Context: an optimization exercise on an open-source flow, tuned for a short achievable clock period and few clock cycles. The choices shown serve that exercise and are no tape-out recipe. Function was checked by simulation only, so behaviour that the tests miss may differ from the original. Power and IR drop assume default switching activity.

==> flow/design.v <==
`timescale 1ns/100ps
package cpu_pkg;
    typedef enum logic [6:0] {
        OP     = 7'b0110011,
        OP_IMM = 7'b0010011,
        LUI    = 7'b0110111,
        LOAD   = 7'b0000011,
        STORE  = 7'b0100011,
        BRANCH = 7'b1100011
    } opcode_e;
    typedef enum logic [3:0] {
        ALU_ADD,
        ALU_SUB,
        ALU_AND,
        ALU_OR,
        ALU_XOR,
        ALU_SLL,
        ALU_SRL,
        ALU_SRA,
        ALU_SLT,
        ALU_SLTU
    } alu_op_e;
    typedef struct packed {
        logic [6:0] funct7;
        logic [4:0] rs2;
        logic [4:0] rs1;
        logic [2:0] funct3;
        logic [4:0] rd;
        opcode_e    opcode;
    } r_inst_t;
    typedef struct packed {
        logic [11:0] imm;
        logic [4:0]  rs1;
        logic [2:0]  funct3;
        logic [4:0]  rd;
        opcode_e     opcode;
    } i_inst_t;
    typedef struct packed {
        logic [6:0] imm_hi;
        logic [4:0] rs2;
        logic [4:0] rs1;
        logic [2:0] funct3;
        logic [4:0] imm_lo;
        opcode_e    opcode;
    } s_inst_t;
    typedef struct packed {
        logic       imm_12;
        logic [5:0] imm_10_5;
        logic [4:0] rs2;
        logic [4:0] rs1;
        logic [2:0] funct3;
        logic [3:0] imm_4_1;
        logic       imm_11;
        opcode_e    opcode;
    } b_inst_t;
    typedef struct packed {
        logic [19:0] imm;
        logic [4:0]  rd;
        opcode_e     opcode;
    } u_inst_t;
    typedef union packed {
        r_inst_t r;
        i_inst_t i;
        s_inst_t s;
        b_inst_t b;
        u_inst_t u;
    } inst_t;
    typedef struct packed {
        logic                 valid;
        alu_op_e              alu_op;
        logic [32-1:0] operand_a;
        logic [32-1:0] operand_b;
        logic [32-1:0] store_data;
        logic                 is_load;
        logic                 is_store;
        logic                 reg_write;
        logic [4:0]           rd;
    } de_reg_t;
    typedef struct packed {
        logic                 valid;
        logic [32-1:0] result;
        logic [32-1:0] store_data;
        logic                 is_load;
        logic                 is_store;
        logic                 reg_write;
        logic [4:0]           rd;
    } em_reg_t;
    typedef struct packed {
        logic                 valid;
        logic [32-1:0] result;
        logic                 is_load;
        logic                 reg_write;
        logic [4:0]           rd;
    } mw_reg_t;
    typedef struct packed {
        logic                 wen;
        logic [4:0]           waddr;
        logic [32-1:0] wdata;
    } wb_req_t;
endpackage
`timescale 1ns/100ps
`timescale 1ns/100ps
`timescale 1ns/100ps
`timescale 1ns/100ps
`timescale 1ns/100ps
`timescale 1ns/100ps
module cpu (
    input  logic                   clk,
    input  logic                   arst_n,
    output logic [14-1:0] isram_addr,
    input  logic [32-1:0]   isram_dataout,
    output logic [14-1:0] dsram_addr,
    output logic [3:0]             dsram_wen,
    output logic [32-1:0]   dsram_datain,
    input  logic [32-1:0]   dsram_dataout
);
    localparam int XL = 32;
    logic [15:1]   fa_q;         
    logic          f2_valid;     
    logic [15:1]   f2_pc;
    logic          sk_valid;     
    logic [31:0]   sk_ir;
    logic [15:1]   sk_pc;
    logic          d_valid;
    logic [31:0]   ir;
    logic [15:1]   d_pc;
    logic          e_valid;
    logic          e_we;         
    logic [4:0]    e_rd;
    logic          e_load;
    logic          e_br;         
    logic          e_bne;
    logic [1:0]    e_bkind;      
    logic [15:1]   e_target;
    logic [XL-1:0] op_a, op_b;
    logic          s_add, s_sub, s_and, s_or, s_xor, s_sll, s_srl, s_sra, s_slt, s_sltu;
    logic [13:0]   mem_addr_q;
    logic          wen_q;
    logic [XL-1:0] wdata_q;
    logic          m_we;
    logic [4:0]    m_rd;
    logic          m_load;
    logic [XL-1:0] m_res;
    logic [XL-1:0] regs [1:31];
    logic [XL-1:0] alu_result;
    logic [XL:0]   addsub;
    logic          lt_s, lt_u;
    logic [XL-1:0] sh_l, sh_r;
    always_comb begin
        addsub = {1'b0, op_a} + {1'b0, (s_sub | s_slt | s_sltu) ? ~op_b : op_b}
               + {{XL{1'b0}}, (s_sub | s_slt | s_sltu)};
        lt_u   = ~addsub[XL];
        lt_s   = (op_a[XL-1] ^ op_b[XL-1]) ? op_a[XL-1] : addsub[XL-1];
        sh_l   = op_a << op_b[4:0];
        sh_r   = XL'($signed({s_sra & op_a[XL-1], op_a}) >>> op_b[4:0]);
        alu_result = ({XL{s_add | s_sub}} & addsub[XL-1:0])
                   | ({XL{s_and}} & (op_a & op_b))
                   | ({XL{s_or}}  & (op_a | op_b))
                   | ({XL{s_xor}} & (op_a ^ op_b))
                   | ({XL{s_sll}} & sh_l)
                   | ({XL{s_srl | s_sra}} & sh_r)
                   | {{(XL-1){1'b0}}, (s_slt & lt_s) | (s_sltu & lt_u)};
    end
    logic taken, redirect, kill_d, kill_f2;
    assign taken    = e_valid & e_br & ((op_a == op_b) ^ e_bne);
    assign redirect = taken & (e_bkind == 2'd0);
    assign kill_d   = taken & (e_bkind != 2'd1);
    assign kill_f2  = taken & ((e_bkind == 2'd0) | (e_bkind == 2'd3));
    logic [6:0]  opc;
    logic [4:0]  rs1, rs2, rd;
    logic [2:0]  f3;
    logic        is_op, is_opimm, is_lui, is_load, is_store, is_branch;
    logic        uses1, uses2, wr;
    logic [XL-1:0] imm;
    logic [12:0] bimm;
    assign opc = ir[6:0];
    assign rd  = ir[11:7];
    assign f3  = ir[14:12];
    assign rs1 = ir[19:15];
    assign rs2 = ir[24:20];
    assign is_op     = opc == 7'b0110011;
    assign is_opimm  = opc == 7'b0010011;
    assign is_lui    = opc == 7'b0110111;
    assign is_load   = opc == 7'b0000011;
    assign is_store  = opc == 7'b0100011;
    assign is_branch = (opc == 7'b1100011) & (f3[2:1] == 2'b00);
    assign uses1     = is_op | is_opimm | is_load | is_store | is_branch;
    assign uses2     = is_op | is_store | is_branch;
    assign wr        = (is_op | is_opimm | is_lui | is_load) & (rd != 5'd0);
    always_comb begin
        if (is_lui)        imm = {ir[31:12], 12'b0};
        else if (is_store) imm = {{20{ir[31]}}, ir[31:25], ir[11:7]};
        else               imm = {{20{ir[31]}}, ir[31:20]};
    end
    assign bimm = {ir[31], ir[7], ir[30:25], ir[11:8], 1'b0};
    logic hitE1, hitE2, hitM1, hitM2;
    logic [XL-1:0] m_wdata, rf1, rf2, early1, early2, val1, val2;
    assign m_wdata = m_load ? dsram_dataout : m_res;
    assign rf1 = (rs1 == 5'd0) ? '0 : regs[rs1];
    assign rf2 = (rs2 == 5'd0) ? '0 : regs[rs2];
    assign hitE1 = e_we & (e_rd == rs1);
    assign hitE2 = e_we & (e_rd == rs2);
    assign hitM1 = m_we & (m_rd == rs1);
    assign hitM2 = m_we & (m_rd == rs2);
    assign early1 = hitM1 ? m_wdata : rf1;
    assign early2 = hitM2 ? m_wdata : rf2;
    assign val1   = hitE1 ? alu_result : early1;
    assign val2   = hitE2 ? alu_result : early2;
    logic stall;
    assign stall = d_valid & e_we &
                   ((e_load & ((uses1 & (e_rd == rs1)) | (uses2 & (e_rd == rs2))))
                  | ((is_load | is_store) & (e_rd == rs1)));
    logic [15:0] agu;
    assign agu = early1[15:0] + imm[15:0];
    logic go;    
    assign go = d_valid & ~stall & ~kill_d;
    assign isram_addr = fa_q[15:2];
    logic          nx_valid;
    logic [31:0]   nx_ir;
    logic [15:1]   nx_pc;
    assign nx_valid = sk_valid | f2_valid;
    assign nx_ir    = sk_valid ? sk_ir : isram_dataout;
    assign nx_pc    = sk_valid ? sk_pc : f2_pc;
    logic hold_fetch;    
    assign hold_fetch = stall & f2_valid;
    always_ff @(posedge clk or negedge arst_n) begin
        if (!arst_n) begin
            fa_q     <= '0;
            f2_valid <= 1'b0;
            sk_valid <= 1'b0;
            d_valid  <= 1'b0;
        end else begin
            if (redirect) begin
                fa_q     <= e_target;
                f2_valid <= 1'b0;
            end else if (hold_fetch) begin
                f2_valid <= 1'b0;
            end else begin
                fa_q     <= fa_q + 15'd2;
                f2_valid <= 1'b1;
            end
            if (stall) begin
                if (f2_valid) sk_valid <= 1'b1;
            end else begin
                sk_valid <= 1'b0;
            end
            if (!stall) begin
                d_valid <= nx_valid & ~kill_f2;
            end
        end
    end
    always_ff @(posedge clk) begin
        if (!redirect && !hold_fetch) f2_pc <= fa_q;
        if (stall && f2_valid) begin
            sk_ir <= isram_dataout;
            sk_pc <= f2_pc;
        end
        if (!stall) begin
            ir   <= nx_ir;
            d_pc <= nx_pc;
        end
    end
    logic sub_op;
    assign sub_op = is_op & ir[30];
    always_ff @(posedge clk or negedge arst_n) begin
        if (!arst_n) begin
            e_valid <= 1'b0;
            e_we    <= 1'b0;
            e_load  <= 1'b0;
            e_br    <= 1'b0;
            wen_q   <= 1'b0;
        end else begin
            e_valid <= go;
            e_we    <= go & wr;
            e_load  <= go & is_load;
            e_br    <= go & is_branch;
            wen_q   <= go & is_store;
        end
    end
    always_ff @(posedge clk) begin
        e_rd     <= rd;
        e_bne    <= f3[0];
        e_target <= d_pc + {{3{bimm[12]}}, bimm[12:1]};
        if (bimm == 13'd4)       e_bkind <= 2'd1;
        else if (bimm == 13'd8)  e_bkind <= 2'd2;
        else if (bimm == 13'd12) e_bkind <= 2'd3;
        else                     e_bkind <= 2'd0;
        op_a <= is_lui ? '0 : val1;
        op_b <= (is_op | is_branch) ? val2 : imm;
        s_add  <= ~((is_op | is_opimm) & (f3 != 3'd0)) & ~sub_op;
        s_sub  <= sub_op & (f3 == 3'd0);
        s_sll  <= (is_op | is_opimm) & (f3 == 3'd1);
        s_slt  <= (is_op | is_opimm) & (f3 == 3'd2);
        s_sltu <= (is_op | is_opimm) & (f3 == 3'd3);
        s_xor  <= (is_op | is_opimm) & (f3 == 3'd4);
        s_srl  <= (is_op | is_opimm) & (f3 == 3'd5) & ~ir[30];
        s_sra  <= (is_op | is_opimm) & (f3 == 3'd5) & ir[30];
        s_or   <= (is_op | is_opimm) & (f3 == 3'd6);
        s_and  <= (is_op | is_opimm) & (f3 == 3'd7);
        mem_addr_q <= agu[15:2];
        wdata_q    <= val2;
    end
    assign dsram_addr   = mem_addr_q;
    assign dsram_wen    = {4{wen_q}};
    assign dsram_datain = wdata_q;
    always_ff @(posedge clk or negedge arst_n) begin
        if (!arst_n) begin
            m_we <= 1'b0;
        end else begin
            m_we <= e_we;
        end
    end
    always_ff @(posedge clk) begin
        m_rd   <= e_rd;
        m_load <= e_load;
        m_res  <= alu_result;
    end
    always_ff @(posedge clk) begin
        if (m_we) regs[m_rd] <= m_wdata;
    end
endmodule
==> flow/run.sh <==
#!/bin/bash
# synth_recipe.tcl (not shown) runs the flow's synth.tcl, then flattens the netlist and writes it again
# the make line also repeats each setting of config.mk as NAME=value (left out here)
make -C /OpenROAD-flow-scripts/flow DESIGN_CONFIG=/design/flow/config.mk WORK_HOME=/design/flow/orfs CLKGATE_MAP_FILE= SYNTH_SCRIPT=/design/flow/synth_recipe.tcl finish
==> flow/config.mk <==
export PLATFORM = sky130hd
export DESIGN_NAME = cpu
export DESIGN_NICKNAME = cpu
export VERILOG_FILES = /design/flow/design.v
export SDC_FILE = /design/flow/constraint.sdc
export NUM_CORES = 4
export LEC_CHECK = 0
export ABC_CLOCK_PERIOD_IN_PS = 3500
export CAP_MARGIN = 20
export CORE_MARGIN = 2
export CORE_UTILIZATION = 40
export SETUP_SLACK_MARGIN = 5
export SLEW_MARGIN = 20
==> flow/constraint.sdc <==
create_clock -name core_clock -period 9.0 [get_ports {clk}]
set_input_delay 1.8000 -clock core_clock [delete_from_list [all_inputs] [get_ports {clk}]]
set_output_delay 1.8000 -clock core_clock [all_outputs]
set_load 0.01 [all_outputs]
==> results of run 1 <==
==> cell usage in the layout, fill, tap and decap left out, types with 32 or more instances in the layout <==
master,instances
clkdlybuf4s50_1,129
o21ai_0,116
buf_4,123
nand2_1,132
edfxtp_1,1101
a211oi_1,72
a21oi_1,200
nor2_1,304
clkbuf_16,149
xor2_1,34
mux4_2,605
mux2_2,91
o21a_1,33
mux2i_1,184
nor2_4,32
ha_1,131
xnor2_1,69
dfxtp_1,173
nor3_1,53
inv_1,123
==> cell families after synthesis <==
family | after synthesis | share of synthesized area, %
adder cells (fa/ha/maj) | 137 | 2.61
XOR/XNOR | 106 | 1.40
multiplexers | 891 | 25.1
AO/OA/AOI/OAI | 675 | 6.62
AND/OR/NAND/NOR | 701 | 4.77
flip-flops | 1316 | 56.6
buffers and inverters | 450 | 2.86
==> area by class of cell <==
type                    count  area (µm²)  area share, %
well taps                2189        2740           3.60
flip-flops and latches   1316       37500           49.4
clock inverters            79         719          0.947
repair buffers            295        3200           4.22
diodes                      1        2.50        0.00329
clock buffers             174        3770           4.97
inverters                 127         477          0.627
multi-input cells        2512       27500           36.2
==> worst max-delay path: cells and delay by family <==
family                   cells  cell delay, ns
AO/OA/AOI/OAI                5            0.68
XOR/XNOR                     1            0.13
adder cells (fa/ha/maj)      1            0.33
buffers and inverters        1            0.44
multiplexers                 1            0.49
AND/OR/NAND/NOR              3            0.87
==> registers in the layout, summed over array words and instances, names as in the netlist, 32 cells and up, named ones only <==
name     count
op_b        32
m_res       32
wdata_q     32
ir          32
op_a        32
regs       992
sk_ir       32
==> through the flow <==
stage               instances  cell area, µm²  utilization (%)  total power [µW]
global route             6692           76000             46.2             16700
CTS                      6659           75300             45.8             16200
finish                   6693           76000             46.2             16200
detailed placement       6373           70000             42.5             10400
floorplan                4276           66300                -              9300
global placement         6373           70000             42.5             10400
==> path summary, 6_finish.rpt <==
check	startpoint	end	slack, ns	cells past startpoint
worst max-delay path	dsram_dataout[1]	mem_addr_q[13]	4.92	12
worst min-delay path	e_rd[0]	m_rd[0]	0.41	0
worst max register to register	flop	mem_addr_q[13]	4.95	15
worst min register to register	e_rd[0]	m_rd[0]	0.41	0
max in group asynchronous	arst_n	sk_valid	7.34	2
min in group asynchronous	arst_n	fa_q[3]	1.38	2
==> power by group <==
| group | total (µW) | internal (µW) | leakage, µW | switching [µW] |
|---|---|---|---|---|
| combinational | 2870 | 1060 | 0.0115 | 1810 |
| sequential | 7640 | 7360 | 0.0119 | 283 |
| clock | 5710 | 3210 | 0.00219 | 2500 |
==> routing by layer <==
| metal | part of all wire (%) | GRT usage, % | up-vias |
|---|---|---|---|
| met3 | 7.7 | 4.35 | 430 |
| li1 | - | - | 17400 |
| met4 | 4.7 | 11.2 | 4 |
| met2 | 48 | 41.8 | 2071 |
| met5 | 0.012 | 0 | - |
| met1 | 39 | 33.9 | 22300 |
==> synthesized netlist by cell type, types with 29 or more instances <==
cell / count / area (µm²)
inv_1: 125 / 469
nor2_1: 339 / 1270
buf_1: 37 / 139
mux4_2: 605 / 13600
clkbuf_1: 191 / 717
nor3_1: 58 / 290
buf_2: 67 / 335
a21o_1: 29 / 218
mux2i_1: 194 / 1940
a211oi_1: 76 / 571
o21a_1: 33 / 248
xor2_1: 35 / 307
xnor2_1: 71 / 622
edfxtp_1: 1101 / 33100
nand2_1: 136 / 510
mux2_2: 92 / 1040
dfxtp_1: 191 / 3820
o21ai_0: 118 / 591
ha_1: 135 / 1690
a21oi_1: 219 / 1100
==> timing repair <==
| action | CTS | global route |
|---|---|---|
| gates resized for setup | 60 | 57 |
| gates cloned | 10 | 5 |
| pin swaps | 10 | 34 |
| setup buffers | 23 | 28 |
| hold buffers | 0 | 0 |
| setup endpoints to repair | 122 | 65 |
==> flow_summary.ini, run 1 <==
[routing]
avgRoutedWirePerCell_um = 33.0
drt_wl_total_um = 221000
dr.pass1.iters = 5
avgViaCountPerCell = 6.31
num_vias = 42200
drcViolationCount = 0
drt-initial-drc-count = 4822
ant_nets = 0

[final_layout]
area_growth_pct = 14.8
layout.nets = 4595
drive_above_1_share_pct = 27.4
filler_cell_count = 14200

[clocking]
htreeDepth = 4
clock_latency_ns = 0.80
clock_path_buffers = 3
path_clk_slew_ns = 0.06
cts_tree = built
root_buffer = clkbuf_16
clock_sinks = 1316
cts_made_buffers = 140

[logic_synthesis]
synthCells = 4276
synth_top_flop_cell = edfxtp_1
synth_area_um2 = 66200
ys_async_sr_fraction_pct = 1.82
ys_types = 85
syn_nets = 4479
yosys_warnings = 1
synth.ff_latch_count = 1316
avgSynthCellArea_um2 = 15.5
ys_seq_area_share_pct = 56.6
synth-edff-count = 1101

[power]
vdd_drop_max_mv = 0.212
power_leakage_uw = 0.0257
p_per_area_nw_per_um2 = 213

[floorplanning]
num_rows = 149
start_util_pct = 40.2
die_h_um = 411
boundaryPins = 130
dieArea_um2 = 169000
core-area_um2 = 165000
die_w_um = 411

[critical_path]
crit_chain = clkdlybuf4s50_1 -> mux2i_1 -> o22ai_2 -> ha_1 -> o211ai_1 -> or4b_4 -> nand3_2 -> and3_4 -> a21oi_4 -> o31ai_4 -> a21oi_2 -> xnor2_1
critPathMaxStageDelay_ns = 0.56
cp-end-kind = flop
start_kind = input pin
critical_path_arrival_ns = 4.76
crit_required_ns = 9.68
slowest_stage = or4b_4
crit_type = input pin to flop
crit_fanout = 4

[placement]
io_buffers = 129
dp_slack_ns = 3.75
gp_congestion = 0.950
hpwl_um = 132000

[timing]
hold_viol = 0
post-route-period-util_pct = 45.3
setup_violations = 0
fin_crit_ns = 4.08
worst_pin_slew_ns = 1.02
rsz0062_at_grt = yes
finalSetupTns_ns = 0
maxSlewViolCount = 0
setup_slack_ns = 4.92
whs_ns = 0.407
fin_skew_ns = 0.0428
fmax_mhz = 245
slew_headroom_pct = 29.9

[flow_run]
drv_cap = 0

[grt]
grt_max_degree = 70
antenna_found_initial = 5
grt_pass1_wl_um = 309000
grt_pass1_vias = 41600
overflow = 0
track_usage_pct = 25.7

[hold_path]
hold_path_class = flop to flop

[run_status]
outcome = finished clean
Testbench counts, summed over its fixed seeds: cycles 85,128.
==> inputs of run 2 (changes only) <==
==> flow/flow/run.sh (new file) <==
#!/bin/bash
set -euo pipefail
MARGIN=$(cat flow/margin.txt 2>/dev/null || echo 5.8)
bash standard.sh SETUP_SLACK_MARGIN=$MARGIN MATCH_CELL_FOOTPRINT=0 \
  "BUFFER_PORTS_ARGS=-buffer_cell sky130_fd_sc_hd__buf_4" finish > make_finish.log 2>&1
==> flow/flow/margin.txt (new file) <==
5.8
==> flow/standard.sh (new file) <==
#!/bin/bash
# synth_recipe.tcl (not shown) runs the flow's synth.tcl, then flattens the netlist and writes it again
# the make line also repeats each setting of config.mk as NAME=value (left out here)
make -C /OpenROAD-flow-scripts/flow DESIGN_CONFIG=/design/flow/config.mk WORK_HOME=/design/flow/orfs CLKGATE_MAP_FILE= SYNTH_SCRIPT=/design/flow/synth_recipe.tcl "${@:-finish}"
removed: flow/run.sh
==> run 2 against run 1 <==
Against the previous run:
- die area stayed put
- combinational power increased by 8.7%
- count of clock-buffer cells in the layout increased by 2
- largest cell class unchanged
- largest power group unchanged
==> flow_summary.ini, run 2 <==
[logic_synthesis]
yosys_warnings = 1
synth_area_um2 = 66200
netlist.area_leader.share_pct = 50.0
synth_most_common_cell = edfxtp_1
synth_top_flop_cell = edfxtp_1
syn_nets = 4479
netlist_top_cells_area = edfxtp_1, mux4_2, dfxtp_1, mux2i_1, ha_1
synth-edff-count = 1101
synthTopCellsByCount = edfxtp_1, mux4_2, nor2_1
yosysTopAreaCell = edfxtp_1
synthCells = 4276
synth.ff_latch_count = 1316
ys_seq_area_share_pct = 56.6
avgSynthCellArea_um2 = 15.5
ys_types = 85
ys_async_sr_fraction_pct = 1.82

[clocking]
cts_hold_buf = 0
cts_made_buffers = 139
cts_tree = built
root_buffer = clkbuf_16
clock_latency_ns = 0.79
clock_sinks = 1316
path_clk_slew_ns = 0.06
clock_path_buffers = 3
htreeDepth = 4

[routing]
avgRoutedWirePerCell_um = 32.4
num_vias = 42900
ant_nets = 0
drt_wl_total_um = 221000
drt-initial-drc-count = 5483
drcViolationCount = 0
avgViaCountPerCell = 6.29
dr.pass1.iters = 6

[timing]
fin_skew_ns = 0.0313
fmax_mhz = 250
fin_crit_ns = 4.00
hold_viol = 0
setup_violations = 0
post-route-period-util_pct = 44.4
maxSlewViolCount = 0
whs_ns = 0.383
slew_headroom_pct = 23.1
worst_pin_slew_ns = 1.15
finalSetupTns_ns = 0
rsz0062_at_grt = yes

[critical_path]
cp-end-kind = flop
critical_path_arrival_ns = 4.69
crit_required_ns = 9.69
crit_fanout = 6
crit_type = flop to flop
start_kind = flop

[grt]
grt_pass1_vias = 42100
grt_max_degree = 70
track_usage_pct = 25.7
grt_pass1_wl_um = 310000
antenna_found_initial = 7
overflow = 0

[floorplanning]
die_h_um = 411
die_w_um = 411
boundaryPins = 130
core-area_um2 = 165000
start_util_pct = 40.2
num_rows = 149
dieArea_um2 = 169000

[final_layout]
drive_above_1_share_pct = 34.9
layout_common_cells = edfxtp_1, mux4_2, buf_4, nor2_1, a21oi_1
area_growth_pct = 17.7
mostFrequentLayoutCell = edfxtp_1
top_register = regs
largest_register_ffs = 992
final_cell_area_um2 = 77900
layout.nets = 4718

[run_status]
outcome = finished clean

[hold_path]
hold_start = e_rd[0]
hold_path_class = flop to flop

[placement]
hpwl_um = 134000
gp_congestion = 0.966
io_buffers = 129
dpl-instance-area_um2 = 69700

[flow_run]
drv_cap = 0

[power]
total_power_uw = 16500
vdd_drop_max_mv = 0.231
p_per_area_nw_per_um2 = 212
power_leakage_uw = 0.0267
-- run 2: cell counts after synthesis --
Identical to the previous run, type by type.
-- run 2: worst paths after layout --
kind | to | slack, ns | depth (start not counted)
max in group asynchronous | sk_valid | 7.76 | 1
setup reg to reg | mem_addr_q[13] | 5.00 | 17
hold reg to reg | m_rd[0] | 0.38 | 0
min in group asynchronous | fa_q[13] | 0.94 | 1
hold / removal | m_rd[0] | 0.38 | 0
setup / recovery | mem_addr_q[13] | 5.00 | 17
-- run 2: kinds of logic (layout without fill, tap and decap cells) --
group | after synthesis | after routing | synth area share, %
AOI/OAI and AO/OA | 675 | 675 | 6.62
xor gates and xnor gates | 106 | 106 | 1.40
adders and majority gates | 137 | 137 | 2.61
buffers and inverters | 450 | 799 | 2.86
DFF | 1316 | 1316 | 56.6
muxes | 891 | 891 | 25.1
other | 0 | 3 | 0
and+or+nand+nor | 701 | 702 | 4.77
-- run 2: worst max-delay path, stage by stage, from the launching register on --
cell,delay [ns]
dfxtp_4,0.38
buf_12,0.16
buf_16,0.13
buf_12,0.12
mux4_2,0.50
mux4_2,0.55
mux2i_4,0.31
o22ai_1,0.18
ha_1,0.32
a21o_1,0.17
a21o_1,0.16
a21o_1,0.16
a21oi_2,0.15
nand2_1,0.10
a21oi_4,0.16
o31ai_4,0.08
a21oi_2,0.14
xnor2_1,0.12
-- run 2: metal layers --
metal  up-vias  global-route usage [%]  wire length (µm)
li1      17700                       -                 -
met1     22500                    33.0             84000
met2      2198                    41.6            106000
met3       527                    4.89             18300
met4         0                    12.9             12900
met5         -                       0                 0
-- run 2: final cells by class --
class                           instances  area [µm²]
Multi-Input combinational cell       2511       28300
Sequential cell                      1316       37600
Fill cell                           14000       86700
Clock buffer                          176        3710
Antenna cell                            3        7.51
Clock inverter                         76         802
Tap cell                             2189        2740
Inverter                              127         488
Timing Repair Buffer                  420        4300
-- run 2: power breakdown --
group / internal (µW) / leakage, µW / switching [µW] / total [µW]
clock network: 3320 / 0.00222 / 2460 / 5780
registers: 7360 / 0.0119 / 255 / 7620
logic: 1200 / 0.0125 / 1920 / 3120
-- run 2: repair_timing --
action | in CTS | in global routing
buffers inserted | 134 | 43
resized for setup | 273 | 84
pin swaps | 66 | 44
endpoints found under the setup margin | 255 | 169
gates cloned | 16 | 8
-- run 2: stage by stage --
step	util, %	std cells	worst slack, ns
5_1_grt	47.3	6816	4.90
3_3_place_gp	42.4	6361	3.72
2_1_floorplan	-	4276	5.08
3_5_place_dp	42.4	6361	3.74
4_1_cts	46.8	6763	5.02
6_report	47.3	6818	5.00
==> inputs of run 3 (changes only) <==
--- a/flow/design.v
+++ b/flow/design.v
@@ -121,15 +121,25 @@
     logic          sk_valid;     
     logic [31:0]   sk_ir;
     logic [15:1]   sk_pc;
+    logic          f2_pred, sk_pred;    
+    localparam int NB = 4;
+    logic [NB-1:0] bt_v;
+    logic [15:1]   bt_pc  [NB];
+    logic [15:1]   bt_tgt [NB];
+    logic [1:0]    bt_ptr;
     logic          d_valid;
     logic [31:0]   ir;
     logic [15:1]   d_pc;
+    logic          d_pred;
     logic          e_valid;
     logic          e_we;         
     logic [4:0]    e_rd;
     logic          e_load;
     logic          e_br;         
     logic          e_bne;
+    logic          e_pred;
+    logic          e_nb;         
+    logic [15:1]   e_pc;
     logic [1:0]    e_bkind;      
     logic [15:1]   e_target;
     logic [XL-1:0] op_a, op_b;
@@ -161,11 +171,14 @@
                    | ({XL{s_srl | s_sra}} & sh_r)
                    | {{(XL-1){1'b0}}, (s_slt & lt_s) | (s_sltu & lt_u)};
     end
-    logic taken, redirect, kill_d, kill_f2;
-    assign taken    = e_valid & e_br & ((op_a == op_b) ^ e_bne);
-    assign redirect = taken & (e_bkind == 2'd0);
-    assign kill_d   = taken & (e_bkind != 2'd1);
-    assign kill_f2  = taken & ((e_bkind == 2'd0) | (e_bkind == 2'd3));
+    logic act, wrong, redirect, kill_d, kill_f2, skip_ok;
+    assign act      = (op_a == op_b) ^ e_bne;
+    assign wrong    = e_valid & e_br & (act ^ e_pred);
+    assign skip_ok  = (e_bkind == 2'd1) | ((e_bkind == 2'd2) & ~d_pred)
+                    | ((e_bkind == 2'd3) & ~d_pred & ~nx_pred);
+    assign redirect = wrong & ~skip_ok;
+    assign kill_d   = wrong & (e_bkind != 2'd1);
+    assign kill_f2  = wrong & ((e_bkind == 2'd3) | ~skip_ok);
     logic [6:0]  opc;
     logic [4:0]  rs1, rs2, rd;
     logic [2:0]  f3;
@@ -215,12 +228,24 @@
     logic go;    
     assign go = d_valid & ~stall & ~kill_d;
     assign isram_addr = fa_q[15:2];
-    logic          nx_valid;
+    logic          nx_valid, nx_pred;
     logic [31:0]   nx_ir;
     logic [15:1]   nx_pc;
     assign nx_valid = sk_valid | f2_valid;
     assign nx_ir    = sk_valid ? sk_ir : isram_dataout;
     assign nx_pc    = sk_valid ? sk_pc : f2_pc;
+    assign nx_pred  = sk_valid ? sk_pred : f2_pred;
+    logic [NB-1:0] bt_hit;
+    logic          bt_any;
+    logic [15:1]   bt_next;
+    always_comb begin
+        bt_next = '0;
+        for (int i = 0; i < NB; i++) begin
+            bt_hit[i] = bt_v[i] & (bt_pc[i] == fa_q);
+            bt_next   = bt_next | ({15{bt_hit[i]}} & bt_tgt[i]);
+        end
+        bt_any = |bt_hit;
+    end
     logic hold_fetch;    
     assign hold_fetch = stall & f2_valid;
     always_ff @(posedge clk or negedge arst_n) begin
@@ -236,7 +261,7 @@
             end else if (hold_fetch) begin
                 f2_valid <= 1'b0;
             end else begin
-                fa_q     <= fa_q + 15'd2;
+                fa_q     <= bt_any ? bt_next : fa_q + 15'd2;
                 f2_valid <= 1'b1;
             end
             if (stall) begin
@@ -250,14 +275,19 @@
         end
     end
     always_ff @(posedge clk) begin
-        if (!redirect && !hold_fetch) f2_pc <= fa_q;
+        if (!redirect && !hold_fetch) begin
+            f2_pc   <= fa_q;
+            f2_pred <= bt_any;
+        end
         if (stall && f2_valid) begin
-            sk_ir <= isram_dataout;
-            sk_pc <= f2_pc;
+            sk_ir   <= isram_dataout;
+            sk_pc   <= f2_pc;
+            sk_pred <= f2_pred;
         end
         if (!stall) begin
-            ir   <= nx_ir;
-            d_pc <= nx_pc;
+            ir     <= nx_ir;
+            d_pc   <= nx_pc;
+            d_pred <= nx_pred;
         end
     end
     logic sub_op;
@@ -280,8 +310,12 @@
     always_ff @(posedge clk) begin
         e_rd     <= rd;
         e_bne    <= f3[0];
-        e_target <= d_pc + {{3{bimm[12]}}, bimm[12:1]};
-        if (bimm == 13'd4)       e_bkind <= 2'd1;
+        e_target <= d_pred ? d_pc + 15'd2 : d_pc + {{3{bimm[12]}}, bimm[12:1]};
+        e_pred   <= d_pred;
+        e_nb     <= ~d_pred & bimm[12];
+        e_pc     <= d_pc;
+        if (d_pred)              e_bkind <= 2'd0;
+        else if (bimm == 13'd4)  e_bkind <= 2'd1;
         else if (bimm == 13'd8)  e_bkind <= 2'd2;
         else if (bimm == 13'd12) e_bkind <= 2'd3;
         else                     e_bkind <= 2'd0;
@@ -303,6 +337,34 @@
     assign dsram_addr   = mem_addr_q;
     assign dsram_wen    = {4{wen_q}};
     assign dsram_datain = wdata_q;
+    logic          u_add, u_del;
+    logic [15:1]   u_pc, u_tgt;
+    always_ff @(posedge clk or negedge arst_n) begin
+        if (!arst_n) begin
+            u_add  <= 1'b0;
+            u_del  <= 1'b0;
+            bt_v   <= '0;
+            bt_ptr <= '0;
+        end else begin
+            u_add <= e_valid & e_br & act & e_nb;
+            u_del <= e_valid & e_br & ~act & e_pred;
+            for (int i = 0; i < NB; i++) begin
+                if (u_del && bt_pc[i] == u_pc) bt_v[i] <= 1'b0;
+            end
+            if (u_add) begin
+                bt_v[bt_ptr] <= 1'b1;
+                bt_ptr       <= bt_ptr + 2'd1;
+            end
+        end
+    end
+    always_ff @(posedge clk) begin
+        u_pc  <= e_pc;
+        u_tgt <= e_target;
+        if (u_add) begin
+            bt_pc[bt_ptr]  <= u_pc;
+            bt_tgt[bt_ptr] <= u_tgt;
+        end
+    end
     always_ff @(posedge clk or negedge arst_n) begin
         if (!arst_n) begin
             m_we <= 1'b0;
==> flow/run.sh (new file) <==
#!/bin/bash
# synth_recipe.tcl (not shown) runs the flow's synth.tcl, then flattens the netlist and writes it again
# the make line also repeats each setting of config.mk as NAME=value (left out here)
make -C /OpenROAD-flow-scripts/flow DESIGN_CONFIG=/design/flow/config.mk WORK_HOME=/design/flow/orfs CLKGATE_MAP_FILE= SYNTH_SCRIPT=/design/flow/synth_recipe.tcl finish
removed: flow/flow/run.sh
removed: flow/flow/margin.txt
removed: flow/standard.sh
==> run 3 against run 2 <==
Against the previous run:
- die area grew 11%
- count of clock-buffer cells in the layout rose by 27
- non-clock buffer count shrank 106
- synthesized cell count rose by 12%
- core utilization fell by 1.2 points
- sequential share of layout area rose by 2.0 points
- combinational power fell by 2%
- clock power increased by 13%
- critical path depth fell by 1
- sequential power rose by 15%
- setup slack worse by 0.36 ns
- critical path type unchanged
- highest routed layer unchanged
==> flow_summary.ini, run 3 <==
[critical_path]
crit_fanout = 4
r2r_cells = 16
rr_endpoint = mem_addr_q[13]
crit_required_ns = 9.70
reg2reg_slack_ns = 4.64
slowest_stage = mux4_2
critical_path_arrival_ns = 5.06
cp-end-kind = flop
critPathMaxStageDelay_ns = 0.52
crit_chain = buf_6 -> buf_12 -> mux4_2 -> mux4_2 -> mux2i_4 -> o22ai_2 -> ha_1 -> a21boi_4 -> a41oi_2 -> o31ai_4 -> nor4_2 -> a2bb2oi_2 -> buf_6 -> a21oi_2 -> a221o_1 -> xnor2_1
critPathCapture = mem_addr_q[13]
start_kind = flop
crit_type = flop to flop

[logic_synthesis]
ys_types = 76
synth.ff_latch_count = 1494
yosysTopAreaCell = edfxtp_1
synth_most_common_cell = edfxtp_1
syn_nets = 4981
netlist_top_cells_area = edfxtp_1, mux4_2, dfxtp_1, ha_1, mux2i_1
synth-edff-count = 1224
synth_area_um2 = 73400
synthCells = 4771
ys_async_sr_fraction_pct = 2.14
synthTopCellsByCount = edfxtp_1, mux4_2, nor2_1
ys_seq_area_share_pct = 57.7
synth_top_flop_cell = edfxtp_1
avgSynthCellArea_um2 = 15.4
netlist.area_leader.share_pct = 50.1
yosys_warnings = 1

[grt]
overflow = 0
antenna_found_initial = 6
track_usage_pct = 24.6
grt_max_degree = 128
grt_pass1_vias = 45300
grt_pass1_wl_um = 331000

[routing]
drcViolationCount = 0
dr.pass1.iters = 6
avgViaCountPerCell = 6.24
drt-initial-drc-count = 5307
ant_nets = 0
drt_wl_total_um = 234000
num_vias = 46200
avgRoutedWirePerCell_um = 31.5

[placement]
dpl-instance-area_um2 = 77400
dp_slack_ns = 3.40
gp_congestion = 0.960
hpwl_um = 146000
io_buffers = 129

[power]
p_sw_uw = 5110
power_leakage_uw = 0.0281
clkPwrFrac_pct = 35.7
p_seq_share_pct = 47.6
combPwrFrac_pct = 16.7
p_per_area_nw_per_um2 = 218
internal-power_uw = 13200
p_sw_share_pct = 27.9
total_power_uw = 18300
vdd_drop_max_mv = 0.214

[floorplanning]
dieArea_um2 = 187000
start_util_pct = 40.2
boundaryPins = 130
die_h_um = 432
die_w_um = 432
num_rows = 157
core-area_um2 = 183000

[timing]
post-route-period-util_pct = 48.4
worst_pin_slew_ns = 1.04
setup_slack_ns = 4.64
maxSlewViolCount = 0
hold_viol = 0
fin_crit_ns = 4.36
fin_skew_ns = 0.0429
setup_violations = 0
finalSetupTns_ns = 0
whs_ns = 0.313
slew_headroom_pct = 30.4
fmax_mhz = 229
rsz0062_at_grt = yes

[final_layout]
top_register = regs
mostFrequentLayoutCell = edfxtp_1
filler_cell_count = 15700
final_cell_area_um2 = 84300
top_regs = regs x992, bt_pc x60, bt_tgt x60
layout_common_cells = edfxtp_1, mux4_2, nor2_1, dfxtp_1, a21oi_1
area_growth_pct = 14.9
layout.nets = 5097
largest_register_ffs = 992
drive_above_1_share_pct = 26.0

[clocking]
cts_tree = built
cts_made_buffers = 157
clock_sinks = 1494
root_buffer = clkbuf_16
clock_latency_ns = 0.82
clock_path_buffers = 3
htreeDepth = 4
path_clk_slew_ns = 0.07

[hold_path]
hold_path_class = flop to flop

[flow_run]
drv_cap = 0

[run_status]
outcome = finished clean
-- run 3: changes by cell type after synthesis, moves of 23 or more --
cell / change
nand2_1: +27
a221oi_1: +23
edfxtp_1: +123
nand4_1: +26
o21ai_0: +48
dfxtp_1: +47
clkbuf_1: +25
nor2_1: -42
xnor2_1: +121
-- run 3: worst min-delay path by stage --
stage | from | endpoint | slack (ns) | cells after the start
2_1_floorplan | e_pc[10] | u_pc[10] | 0.31 | 0
3_3_place_gp | e_pc[8] | u_pc[8] | 0.31 | 0
3_5_place_dp | e_pc[1] | u_pc[1] | 0.31 | 0
4_1_cts | e_pc[2] | u_pc[2] | 0.31 | 0
5_1_grt | e_pc[3] | u_pc[3] | 0.31 | 0
6_report | e_pc[3] | u_pc[3] | 0.31 | 0
-- run 3: worst max-delay path: cells and delay by family, from the launching register on --
family                     cells  cell delay, ns
adders and majority gates      1            0.30
xor gates and xnor gates       1            0.12
buffers and inverters          3            0.43
AOI/OAI and AO/OA              7            1.27
muxes                          3            1.29
DFF                            1            0.44
and+or+nand+nor                1            0.37
-- run 3: what timing repair did --
action / in CTS / in global routing
buffers inserted: 34 / 33
resized for setup: 103 / 88
cloned: 6 / 2
hold buffers: 0 / 0
pin swaps: 21 / 33
endpoints found under the setup margin: 132 / 77
-- run 3: stage by stage --
step / util (%) / cells
floorplan: - / 4771
global placement: 42.4 / 7038
detailed placement: 42.4 / 7038
CTS: 45.7 / 7370
global route: 46.2 / 7406
finish: 46.2 / 7406
-- run 3: layout make-up --
class	instances	area (µm²)	share of cell area [%]
sequential	1494	42400	50.3
multi-input combinational	2779	29900	35.5
clock buffer	203	4230	5.02
timing repair buffer	314	3330	3.95
tap	2385	2980	3.54
clock inverter	89	925	1.10
inverter	141	533	0.632
antenna	1	2.50	0.00297
-- run 3: routing by layer --
layer / global-route usage (%) / vias to the layer above / share of wire [%]
li1: - / 19300 / -
met1: 32.4 / 24100 / 39
met2: 39.8 / 2277 / 48
met3: 4.67 / 491 / 8.1
met4: 11.2 / 0 / 5.1
met5: 0 / - / 0
-- run 3: kinds of logic (layout without fill, tap and decap cells) --
kind of cell,Yosys count,count (layout),synth area share (%)
DFF,1494,1494,57.7
muxes,886,886,22.7
AOI/OAI and AO/OA,773,773,6.87
and+or+nand+nor,753,753,4.77
buffers and inverters,498,747,2.83
xor gates and xnor gates,223,223,2.66
adders and majority gates,144,144,2.48
other,0,1,0
-- run 3: power groups by stage --
stage / clock network, µW / registers [µW] / logic [µW]
2_1_floorplan: 0 / 8600 / 1890
3_3_place_gp: 0 / 8880 / 2790
3_5_place_dp: 0 / 8890 / 2820
4_1_cts: 6640 / 8730 / 2940
5_1_grt: 6910 / 8760 / 3260
6_report: 6560 / 8730 / 3050
Testbench counts of run 3, summed over its fixed seeds: cycles 82,404.
==> inputs of run 4 (changes only) <==
==> flow/flow/run.sh (new file) <==
#!/bin/bash
set -euo pipefail
MARGIN=$(cat flow/margin.txt 2>/dev/null || echo 5.8)
bash standard.sh SETUP_SLACK_MARGIN=$MARGIN MATCH_CELL_FOOTPRINT=0 \
  "BUFFER_PORTS_ARGS=-buffer_cell sky130_fd_sc_hd__buf_4" finish > make_finish.log 2>&1
==> flow/flow/margin.txt (new file) <==
5.8
==> flow/standard.sh (new file) <==
#!/bin/bash
# synth_recipe.tcl (not shown) runs the flow's synth.tcl, then flattens the netlist and writes it again
# the make line also repeats each setting of config.mk as NAME=value (left out here)
make -C /OpenROAD-flow-scripts/flow DESIGN_CONFIG=/design/flow/config.mk WORK_HOME=/design/flow/orfs CLKGATE_MAP_FILE= SYNTH_SCRIPT=/design/flow/synth_recipe.tcl "${@:-finish}"
removed: flow/run.sh
==> run 4 against run 3 <==
Against the previous run:
- cell count grew 2.8%
- sequential power is essentially flat
- routed wire length up 7.8%
- die area is the same
- highest routed layer unchanged
- still clean on timing, DRC and antenna
- design area increased by 4.3%
- largest power group unchanged
==> flow_summary.ini, run 4 <==
[run_status]
outcome = finished clean

[routing]
ant_nets = 0
avgViaCountPerCell = 6.36
num_vias = 48400
avgRoutedWirePerCell_um = 33.1
drt-initial-drc-count = 6157
drt_wl_total_um = 252000
dr.pass1.iters = 6
drcViolationCount = 0

[final_layout]
finalNonFillerCells = 7611
filler_cell_count = 15300
largest_register_ffs = 992
layout.nets = 5306
mostFrequentLayoutCell = edfxtp_1
multi_input_area_um2 = 31200
layout_common_cells = edfxtp_1, mux4_2, buf_4, nor2_1, clkbuf_16
top_regs = regs x992, bt_pc x60, bt_tgt x60
top_register = regs
regArea_um2 = 42500
drive_above_1_share_pct = 35.6
area_growth_pct = 19.8

[critical_path]
crit_required_ns = 9.70
cp-end-kind = flop
crit_fanout = 8
start_kind = flop
critical_path_arrival_ns = 4.89
crit_type = flop to flop

[timing]
maxSlewViolCount = 0
slew_headroom_pct = 27.3
setup_slack_ns = 4.81
hold_viol = 0
post-route-period-util_pct = 46.5
fmax_mhz = 239
setup_violations = 0
finalSetupTns_ns = 0
fin_crit_ns = 4.19
worst_pin_slew_ns = 1.09
fin_skew_ns = 0.0328
rsz0062_at_grt = yes

[floorplanning]
boundaryPins = 130
start_util_pct = 40.2
core-area_um2 = 183000
die_h_um = 432
num_rows = 157
die_w_um = 432
dieArea_um2 = 187000

[logic_synthesis]
synthCells = 4771
netlist_top_cells_area = edfxtp_1, mux4_2, dfxtp_1, ha_1, mux2i_1
syn_nets = 4981
synth_area_um2 = 73400
synth-edff-count = 1224
yosysTopAreaCell = edfxtp_1
ys_async_sr_fraction_pct = 2.14
synth_most_common_cell = edfxtp_1
ys_seq_area_share_pct = 57.7
synth.ff_latch_count = 1494
avgSynthCellArea_um2 = 15.4
netlist.area_leader.share_pct = 50.1
ys_types = 76
yosys_warnings = 1
synthTopCellsByCount = edfxtp_1, mux4_2, nor2_1
synth_top_flop_cell = edfxtp_1

[power]
clkPwrFrac_pct = 34.2
internal-power_uw = 13500
vdd_drop_max_mv = 0.176
p_sw_share_pct = 28.5
combPwrFrac_pct = 19.4
p_per_area_nw_per_um2 = 214
power_leakage_uw = 0.0299
p_seq_share_pct = 46.4
p_sw_uw = 5350
total_power_uw = 18800

[clocking]
path_clk_slew_ns = 0.07
cts_tree = built
clock_path_buffers = 3
clock_sinks = 1494
htreeDepth = 4
root_buffer = clkbuf_16
cts_made_buffers = 154
clock_latency_ns = 0.82

[grt]
grt_max_degree = 61
antenna_found_initial = 5
grt_pass1_wl_um = 354000
overflow = 0
grt_pass1_vias = 47100
track_usage_pct = 26.6

[placement]
gp_congestion = 1.00
hpwl_um = 145000
placed_cells = 7031
dp_slack_ns = 3.64
io_buffers = 129

[flow_run]
drv_cap = 0

[hold_path]
hold_path_class = flop to flop
run 4: cell counts after synthesis:
No cell type changed its count.
run 4: cell families after synthesis:
family	share of synthesized area, %
buffers and inverters	2.83
multiplexers	22.7
adder cells (fa/ha/maj)	2.48
XOR/XNOR	2.66
AO/OA/AOI/OAI	6.87
AND/OR/NAND/NOR	4.77
flip-flops	57.7
run 4: metrics by stage:
stage	area [µm²]	util (%)	hold WS [ns]
after global placement	77200	42.3	0.311
after detailed placement	77200	42.3	0.312
after floorplan	73900	-	0.310
after CTS	86500	47.3	0.325
after global routing	87900	48.1	0.324
final	87900	48.1	0.321
run 4: what timing repair did:
item / 4_1_cts / 5_1_grt
gates cloned: 41 / 3
endpoints found under the setup margin: 279 / 169
buffers inserted: 168 / 82
hold buffers: 0 / 0
pin swaps: 129 / 90
gates resized for setup: 435 / 166
run 4: worst max-delay path, stage by stage, from the launching register on:
cell     delay (ns)
dfxtp_4        0.47
buf_12         0.20
buf_4          0.14
buf_4          0.19
mux4_2         0.52
mux4_2         0.50
mux2i_2        0.44
o21ai_0        0.37
ha_1           0.51
a21o_1         0.22
a221o_1        0.37
xnor2_1        0.13
run 4: area by class of cell:
class,instances,area share [%]
Tap cell,2385,3.39
Multi-Input combinational cell,2779,35.5
Clock buffer,199,4.93
Clock inverter,85,0.874
Timing Repair inverter,1,0.00569
Antenna cell,2,0.00569
Inverter,141,0.652
Timing Repair Buffer,525,6.34
Sequential cell,1494,48.3
run 4: final timing paths:
path	startpoint	endpoint	slack (ns)	depth (start not counted)
worst min register to register	e_pc[10]	u_pc[10]	0.32	0
worst max register to register	flop	mem_addr_q[13]	4.81	11
worst max-delay path	flop	mem_addr_q[13]	4.81	11
max in group asynchronous	arst_n	fa_q[6]	7.63	1
worst min-delay path	e_pc[10]	u_pc[10]	0.32	0
min in group asynchronous	arst_n	bt_v[0]	0.96	1
run 4: metal layers:
metal / GRT usage, % / part of all wire [%]
met2: 42.7 / 47
met4: 13.5 / 5.9
met3: 5.07 / 8.8
met5: 0 / 0
met1: 34.6 / 38
run 4: power by group through the flow:
| stage | logic (µW) | registers, µW | clock network (µW) |
|---|---|---|---|
| global route | 3850 | 8740 | 6780 |
| global placement | 2760 | 8920 | 0 |
| floorplan | 1930 | 8610 | 0 |
| finish | 3640 | 8730 | 6440 |
| detailed placement | 2790 | 8930 | 0 |
| CTS | 3380 | 8700 | 6520 |
==> inputs of run 5 (changes only) <==
--- a/flow/design.v
+++ b/flow/design.v
@@ -223,8 +223,10 @@
     assign stall = d_valid & e_we &
                    ((e_load & ((uses1 & (e_rd == rs1)) | (uses2 & (e_rd == rs2))))
                   | ((is_load | is_store) & (e_rd == rs1)));
-    logic [15:0] agu;
-    assign agu = early1[15:0] + imm[15:0];
+    logic [15:0] agu, agu_r, agu_m;
+    assign agu_r = rf1[15:0] + imm[15:0];
+    assign agu_m = m_wdata[15:0] + imm[15:0];
+    assign agu   = hitM1 ? agu_m : agu_r;
     logic go;    
     assign go = d_valid & ~stall & ~kill_d;
     assign isram_addr = fa_q[15:2];
==> run 5 against run 4 <==
Against the previous run:
- still clean
- synthesized area up 0.19%
- total power is 1.6% higher
- largest cell class unchanged
- setup slack improved by 0.017 ns
==> flow_summary.ini, run 5 <==
[routing]
top_layer_used = met5
num_vias = 47300
routed-wl-met2_um = 118000
drt-initial-drc-count = 5673
drcViolationCount = 0
wl_met3_um = 20400
avgRoutedWirePerCell_um = 31.9
dr.pass1.iters = 6
avgViaCountPerCell = 6.17
ant_nets = 0
wl_met1_um = 92300
drt_wl_total_um = 244000

[critical_path]
r2r_cells = 18
crit_fanout = 7
cp-end-kind = flop
critical_path_arrival_ns = 4.88
start_kind = flop
crit_required_ns = 9.70
rr_endpoint = mem_addr_q[8]
reg2reg_slack_ns = 4.83
crit_type = flop to flop

[placement]
gp_congestion = 0.941
io_buffers = 129
hpwl_um = 141000

[final_layout]
layout.nets = 5267
largest_register_ffs = 992
layout_common_cells = edfxtp_1, mux4_2, buf_4, nor2_1, clkbuf_16
area_growth_pct = 20.2
top_regs = regs x992, bt_pc x60, bt_tgt x60
drive_above_1_share_pct = 36.3
filler_cell_count = 15200
top_register = regs
mostFrequentLayoutCell = edfxtp_1

[logic_synthesis]
avgSynthCellArea_um2 = 15.5
synthCells = 4750
synth.ff_latch_count = 1494
netlist_top_cells_area = edfxtp_1, mux4_2, dfxtp_1, ha_1, mux2i_1
synth_most_common_cell = edfxtp_1
ys_types = 91
ys_async_sr_fraction_pct = 2.14
syn_nets = 4960
synth_top_flop_cell = edfxtp_1
yosysTopAreaCell = edfxtp_1
synth_area_um2 = 73500
netlist.area_leader.share_pct = 50.0
ys_seq_area_share_pct = 57.6
yosys_warnings = 1
synthTopCellsByCount = edfxtp_1, mux4_2, nor2_1
synth-edff-count = 1224

[floorplanning]
die_h_um = 433
start_util_pct = 40.2
boundaryPins = 130
num_rows = 157
core-area_um2 = 183000
die_w_um = 433
dieArea_um2 = 187000

[clocking]
cts_hold_buf = 0
htreeDepth = 4
cts_tree = built
clock_sinks = 1494
clock_path_buffers = 3
root_buffer = clkbuf_16
clock_latency_ns = 0.82
path_clk_slew_ns = 0.06
cts_made_buffers = 155

[grt]
track_usage_pct = 25.5
antenna_found_initial = 6
grt_pass1_wl_um = 341000
grt_max_degree = 75
overflow = 0
grt_pass1_vias = 46500

[hold_path]
min_path_cells = 0
holdPathEnd = u_pc[2]
hold_path_class = flop to flop
hold_start = e_pc[2]

[timing]
slew_headroom_pct = 29.5
rsz0062_at_grt = yes
maxSlewViolCount = 0
finalSetupTns_ns = 0
fin_crit_ns = 4.17
worst_pin_slew_ns = 1.05
hold_viol = 0
setup_violations = 0
fmax_mhz = 240
fin_skew_ns = 0.0377
post-route-period-util_pct = 46.4

[flow_run]
drv_cap = 0

[power]
vdd_drop_max_mv = 0.194
power_leakage_uw = 0.0299
p_per_area_nw_per_um2 = 216
total_power_uw = 19100

[run_status]
outcome = finished clean
[run 5: cell types whose count changed in the layout (fill, tap and decap cells not counted), sizes merged, moves of 12 or more]
cell    change
a21o       +21
a21oi      +13
buf        -15
clkbuf     -14
mux4       +12
a211oi     -22
nor2       +16
[run 5: cells by family after synthesis]
kind of cell	count (synthesis)	share of synthesized area (%)
multiplexers	896	23.0
adder cells (fa/ha/maj)	144	2.47
buffers and inverters	491	2.89
AO/OA/AOI/OAI	766	6.73
flip-flops	1494	57.6
AND/OR/NAND/NOR	736	4.67
XOR/XNOR	223	2.66
[run 5: worst max-delay path: stages (launching register included)]
cell,delay (ns)
dfxtp_4,0.50
buf_12,0.14
buf_16,0.13
mux4_2,0.51
mux4_2,0.51
mux2i_4,0.26
o22ai_4,0.14
ha_4,0.27
buf_6,0.12
a21o_1,0.18
a21o_1,0.16
a41o_1,0.24
o211ai_2,0.19
a21o_4,0.16
buf_4,0.11
buf_6,0.08
buf_6,0.09
nor2_2,0.04
o31a_1,0.23
[run 5: area by class of cell]
cell class	instances	area, µm²	area share, %
antenna	3	7.51	0.00849
clock buffer	198	4170	4.72
clock inverter	90	1060	1.20
inverter	140	533	0.603
multi-input combinational	2769	31700	35.9
sequential	1494	42500	48.1
tap	2464	3080	3.49
timing repair buffer	497	5320	6.02
[run 5: how the worst max path moves through the flow]
stage | from | slack, ns | endpoint
floorplan | dsram_dataout[2] | 5.10 | mem_addr_q[11]
global placement | flop | 3.55 | mem_addr_q[13]
detailed placement | flop | 3.48 | mem_addr_q[13]
CTS | flop | 4.92 | mem_addr_q[13]
global route | flop | 4.78 | mem_addr_q[13]
finish | flop | 4.83 | mem_addr_q[8]
[run 5: power by group]
group	leakage, µW	switching, µW	total [µW]	internal, µW
Combinational	0.0139	2220	3770	1550
Sequential	0.0136	387	8730	8350
Clock	0.00251	2820	6600	3780
[run 5: per-stage QoR]
stage / setup slack (ns) / util, % / std cells / hold WS, ns / area (µm²)
final: 4.83 / 48.3 / 7655 / 0.321 / 88400
after global routing: 4.78 / 48.3 / 7653 / 0.330 / 88400
after CTS: 4.92 / 47.3 / 7570 / 0.324 / 86500
after detailed placement: 3.48 / 42.3 / 7087 / 0.312 / 77300
after global placement: 3.55 / 42.3 / 7087 / 0.310 / 77300
after floorplan: 5.10 / - / 4750 / 0.310 / 74000
[run 5: per-layer routing]
metal	track usage, %	vias to the layer above
li1	-	19600
met1	32.7	24700
met2	41.7	2442
met3	4.74	534
met4	12.5	4
met5	0	-
[run 5: timing repair]
action,4_1_cts,5_1_grt
resized for setup,472,223
pin swaps,103,137
gates cloned,21,12
hold endpoints to repair,0,0
buffers inserted,174,68
setup endpoints to repair,263,220
Testbench counts of run 5, summed over its fixed seeds: cycles 82,404.

-- what the ideal ports hide --
No port has a modelled driver above. Below, the same layouts with a new extraction and two added sets of constraints.
Step 1 (the two cells are an assumption about what drives the block):
set clk [get_ports {clk}]
set_driving_cell -lib_cell sky130_fd_sc_hd__clkbuf_16 $clk
set_driving_cell -lib_cell sky130_fd_sc_hd__buf_2 [delete_from_list [all_inputs] $clk]
Step 2 also shifts input and output timing later by t, the mid clock arrival at the registers, as if the neighbouring blocks saw the same clock.
Three values: ideal ports, drivers, drivers and shift; two values: the first two.
run	t (ns)	setup slack, ns	worst register clock-pin slew, ns	worst slew at a driven data input, ns
run 1	0.859	4.919 / 4.947 / 4.109	0.07 / 0.07	0.07
run 2	0.855	5.005 / 5.005 / 4.453	0.07 / 0.07	0.07
run 3	0.895	4.643 / 4.643 / 3.927	0.09 / 0.09	0.06
run 4	0.888	4.811 / 4.811 / 4.681	0.08 / 0.08	0.06
run 5	0.883	4.828 / 4.828 / 4.584	0.07 / 0.07	0.06
After both steps every run listed still meets setup and hold. The setup slack of run 1, which loses most, moves by +0.028 ns with the drivers and by -0.810 ns with both steps.
